Background: an optimization exercise with open tools, aiming at small area and a short achievable clock period. Do not read the settings as production practice.
Function was checked by simulation only, so behaviour that the tests miss may differ from the original.
The flow treats the clock pin as an ideal source. Dropping or thinning the clock tree relies on that and would not hold on a real chip.
Power is estimated from default activity; no workload was simulated.

==> flow/design.v (excerpt) <==
module mem_link_responder #(
  parameter int DEPTH = 16
) (
  input  logic              clk_i,
  input  logic              reset_n_i,
  input  logic [LINK_W-1:0] mem_fwd_link_i,
  output logic [LINK_W-1:0] mem_fwd_link_o,
  output logic [LINK_W-1:0] mem_rev_link_o
);
  localparam int AW = (DEPTH > 1) ? $clog2(DEPTH) : 1;
  logic st_idle_q, st_rx_q, st_drain_q, st_txh_q, st_txd_q;
  logic st_idle_d, st_rx_d, st_drain_d, st_txh_d, st_txd_d;
  logic rdy_en_q;
  logic is_rd_q, is_wr_q;
  logic [3:0]    len_q;
  logic [7:0]    id_q;
  logic [3:0]    rem_q;
  logic          rz_q, r1_q;
  logic [DEPTH-1:0] pos_q, pos_d;
  logic [AW-1:0]    base_q, base_d;
  logic [3:0]       blo_oh_q, bhi_oh_q;
  logic [3:1]       bge_q;
  logic [DEPTH-1:0] hdr_pos_s;
  logic              fwd_rdy_q;
  logic              rev_v_q, rev_last_q;
  logic [DATA_W-1:0] rev_data_q;
  logic              fwd_v_s, fwd_last_s, rev_ready_s;
  logic [DATA_W-1:0] fwd_data_s, rdata_s;
  mem_link_pkg::mem_hdr_t hdr_s;
  logic              unused_s;
  logic hdr_take_s, in_rd_s, in_wr_s, in_oth_s;
  logic rx_take_s, rem_zero_s, we_s;
  logic drain_done_s, rx_done_s;
  logic rev_take_s, ld_mem_s, hold_s;
  logic ld_hdr_in_s, ld_hdr_st_s;
  assign fwd_v_s     = mem_fwd_link_i[V_BIT];
  assign fwd_last_s  = mem_fwd_link_i[LAST_BIT];
  assign rev_ready_s = mem_fwd_link_i[READY_BIT];
  assign fwd_data_s  = mem_fwd_link_i[DATA_W-1:0];
  assign hdr_s       = mem_link_pkg::mem_hdr_t'(fwd_data_s);
  assign unused_s    = ^{mem_fwd_link_i[RSVD_BIT], hdr_s.rsvd, hdr_s.addr[11:AW]};
  assign in_rd_s     = (hdr_s.opcode == OP_READ);
  assign in_wr_s     = (hdr_s.opcode == OP_WRITE);
  assign in_oth_s    = ~in_rd_s & ~in_wr_s;
  ...
Size: ~3800 cells after synthesis, about 1300 flip-flops, about 41000 um^2 of cells after synthesis.
clock: 5.2 ns
lec_check: 0
abc_clock_period_in_ps: 2000
cap_margin: 20
core_margin: 2
core_utilization: 40
setup_slack_margin: 3.3
slew_margin: 20
tns_end_percent: 30
buffer_ports_args: -buffer_cell sky130_fd_sc_hd__buf_2
cts_args: -sink_clustering_enable -repair_clock_nets -sink_clustering_size 30 -sink_clustering_max_diameter 100 -dont_use_dummy_load
pre_cts_tcl: /design/flow/flow/noroot_cts.tcl
standard.sh (not shown) runs the stock make flow with config.mk's settings and CLKGATE_MAP_FILE= SYNTH_SCRIPT=/design/flow/synth_recipe.tcl, a recipe that flattens the netlist after the stock synthesis.
==> flow/flow/run.sh <==
#!/bin/bash
# Own flow: the standard layout (standard.sh, standard synthesis) with
# these changes to how the layout is made:
#  - the ports are buffered with buf_2 cells (the default picks a slow delay
#    cell for them);
#  - CTS clusters up to 30 sinks per leaf buffer and inserts no dummy loads;
set -euo pipefail
cat >> config.mk <<EOC
export BUFFER_PORTS_ARGS = -buffer_cell sky130_fd_sc_hd__buf_2
export CTS_ARGS = -sink_clustering_enable -repair_clock_nets -sink_clustering_size 30 -sink_clustering_max_diameter 100 -dont_use_dummy_load
export PRE_CTS_TCL = $PWD/flow/noroot_cts.tcl
EOC
bash standard.sh > flow_make.log 2>&1
==> flow/flow/noroot_cts.tcl <==
rename clock_tree_synthesis my_tritoncts

proc my_is_clkbuf {inst} {
  return [string match "sky130_fd_sc_hd__clkbuf_*" [[$inst getMaster] getName]]
}

proc my_out_net {inst} {
  foreach it [$inst getITerms] {
    if {[$it isOutputSignal]} { return [$it getNet] }
  }
  return "NULL"
}

proc my_loads {net} {
  set loads {}
  foreach it [$net getITerms] {
    if {[$it isInputSignal]} { lappend loads $it }
  }
  return $loads
}

proc my_drop_root_buffer {} {
  set block [ord::get_db_block]
  set clk [$block findNet clk_i]
  set loads [my_loads $clk]
  if {[llength $loads] != 1} { return }
  set root [[lindex $loads 0] getInst]
  if {![my_is_clkbuf $root]} { return }
  set rnet [my_out_net $root]
  set sub [my_loads $rnet]
  if {[llength $sub] > 4} { return }
  foreach s $sub {
    if {![my_is_clkbuf [$s getInst]]} { return }
  }
  foreach s $sub {
    $s disconnect
    $s connect $clk
  }
  foreach o [$root getITerms] { $o disconnect }
  odb::dbInst_destroy $root
  odb::dbNet_destroy $rnet
  puts "my_drop_root_buffer: clk_i now drives [llength $sub] clock buffers"
}

proc clock_tree_synthesis {args} {
  my_tritoncts {*}$args
  my_drop_root_buffer
}
==> next run, changes <==
--- a/flow/config.mk
+++ b/flow/config.mk
@@ -12,5 +12,5 @@
 export SETUP_SLACK_MARGIN = 3.3
 export SLEW_MARGIN = 20
-export TNS_END_PERCENT = 30
+export TNS_END_PERCENT = 10
 export BUFFER_PORTS_ARGS = -buffer_cell sky130_fd_sc_hd__buf_2
 export CTS_ARGS = -sink_clustering_enable -repair_clock_nets -sink_clustering_size 30 -sink_clustering_max_diameter 100 -dont_use_dummy_load
- The changed run completed without violations
- core utilization went down by 0.49 points
- total power barely changes
- wire length fell by 2.6%

========
mem_link_responder, a different RTL version from the one above (not shown whole).
Size in the first run: about 210 I/O pins, roughly 40000 um^2 of cells after synthesis.
// mem_link_responder
module mem_link_responder #(
  parameter int DEPTH = 16
) (
  input  logic              clk_i,
  input  logic              reset_n_i,
  input  logic [LINK_W-1:0] mem_fwd_link_i,
  output logic [LINK_W-1:0] mem_fwd_link_o,
  output logic [LINK_W-1:0] mem_rev_link_o
);
clock: 5.2 ns
lec_check: 0
abc_clock_period_in_ps: 2000
cap_margin: 20
core_margin: 2
core_utilization: 40
cts_cluster_diameter: 100
cts_cluster_size: 28
setup_slack_margin: 3.1
slew_margin: 20
run.sh (not shown) runs the stock make flow with config.mk's settings and CLKGATE_MAP_FILE= SYNTH_SCRIPT=/design/flow/synth_recipe.tcl, a recipe that flattens the netlist after the stock synthesis.
Stock flow here: none of the scripts above is used.
The baseline went through all stages and came out clean.
==> next run, changes <==
==> flow/flow/run.sh (new file) <==
#!/bin/bash
# Own flow: the standard layout (standard.sh, standard synthesis) with two
# changes to how the layout is made:
#  - the ports are buffered with buf_2 cells (the default picks a slow delay
#    cell for them);
#  - CTS clusters up to 30 sinks per leaf buffer and inserts no dummy loads.
# Each tool's output goes to the ORFS logs under orfs/logs; make's own output
# goes to flow_make.log here.
set -euo pipefail
cat >> config.mk <<'EOC'
export BUFFER_PORTS_ARGS = -buffer_cell sky130_fd_sc_hd__buf_2
export CTS_ARGS = -sink_clustering_enable -repair_clock_nets -sink_clustering_size 30 -sink_clustering_max_diameter 100 -dont_use_dummy_load
EOC
bash standard.sh > flow_make.log 2>&1
==> flow/standard.sh (new file) <==
#!/bin/bash
# synth_recipe.tcl (not shown) runs the flow's synth.tcl, then flattens the netlist and writes it again
# the make line also repeats each setting of config.mk as NAME=value (left out here)
make -C /OpenROAD-flow-scripts/flow DESIGN_CONFIG=/design/flow/config.mk WORK_HOME=/design/flow/orfs CLKGATE_MAP_FILE= SYNTH_SCRIPT=/design/flow/synth_recipe.tcl "${@:-finish}"
--- a/flow/config.mk
+++ b/flow/config.mk
@@ -11,5 +11,5 @@
 export CORE_UTILIZATION = 40
-export CTS_CLUSTER_DIAMETER = 100
-export CTS_CLUSTER_SIZE = 28
 export SETUP_SLACK_MARGIN = 3.1
 export SLEW_MARGIN = 20
+export BUFFER_PORTS_ARGS = -buffer_cell sky130_fd_sc_hd__buf_2
+export CTS_ARGS = -sink_clustering_enable -repair_clock_nets -sink_clustering_size 30 -sink_clustering_max_diameter 100 -dont_use_dummy_load
removed: flow/run.sh
Effect: Final area drops by about 1.8%. Utilization falls by 0.84 points. First-iteration DRC count is higher by 11%. Via count came out lower by 1.0%. Combinational power went down by about 10%.

separate check: timing with driven ports:
The flow's constraints put no driver on any port. The routed layouts listed below were extracted and timed again, unchanged, in two steps.
Step 1, drivers: a clkbuf_16 drives clk_i and a buf_2 each remaining input, both assumed.
Step 2 adds t to the input delays and takes it off the output delays; t is the mean of the earliest and latest rising clock arrival at the registers after step 1. Input paths then give back, and output paths get back, about the clock's delay inside the block.
Slacks: no drivers / after step 1 / after step 2; pairs: no drivers / after step 1.
run | t, ns | setup WS [ns] | latest minus earliest clock arrival (ns) | worst data-port slew with drivers (ns)
the first run of note 1 | 0.609 | 3.198 / 3.042 / 2.772 | 0.053 / 0.053 | 0.08
the second run of note 1 | 0.593 | 3.164 / 3.018 / 2.777 | 0.067 / 0.067 | 0.07
the first run of note 2 | 0.734 | 2.958 / 2.892 / 2.427 | 0.060 / 0.059 | 0.11
the second run of note 2 | 0.693 | 2.986 / 2.914 / 2.414 | 0.079 / 0.079 | 0.09
After both steps setup and hold are still met in every run listed. The setup slack of the second run of note 2, which loses most, moves by -0.072 ns with the drivers and by -0.572 ns with both steps.
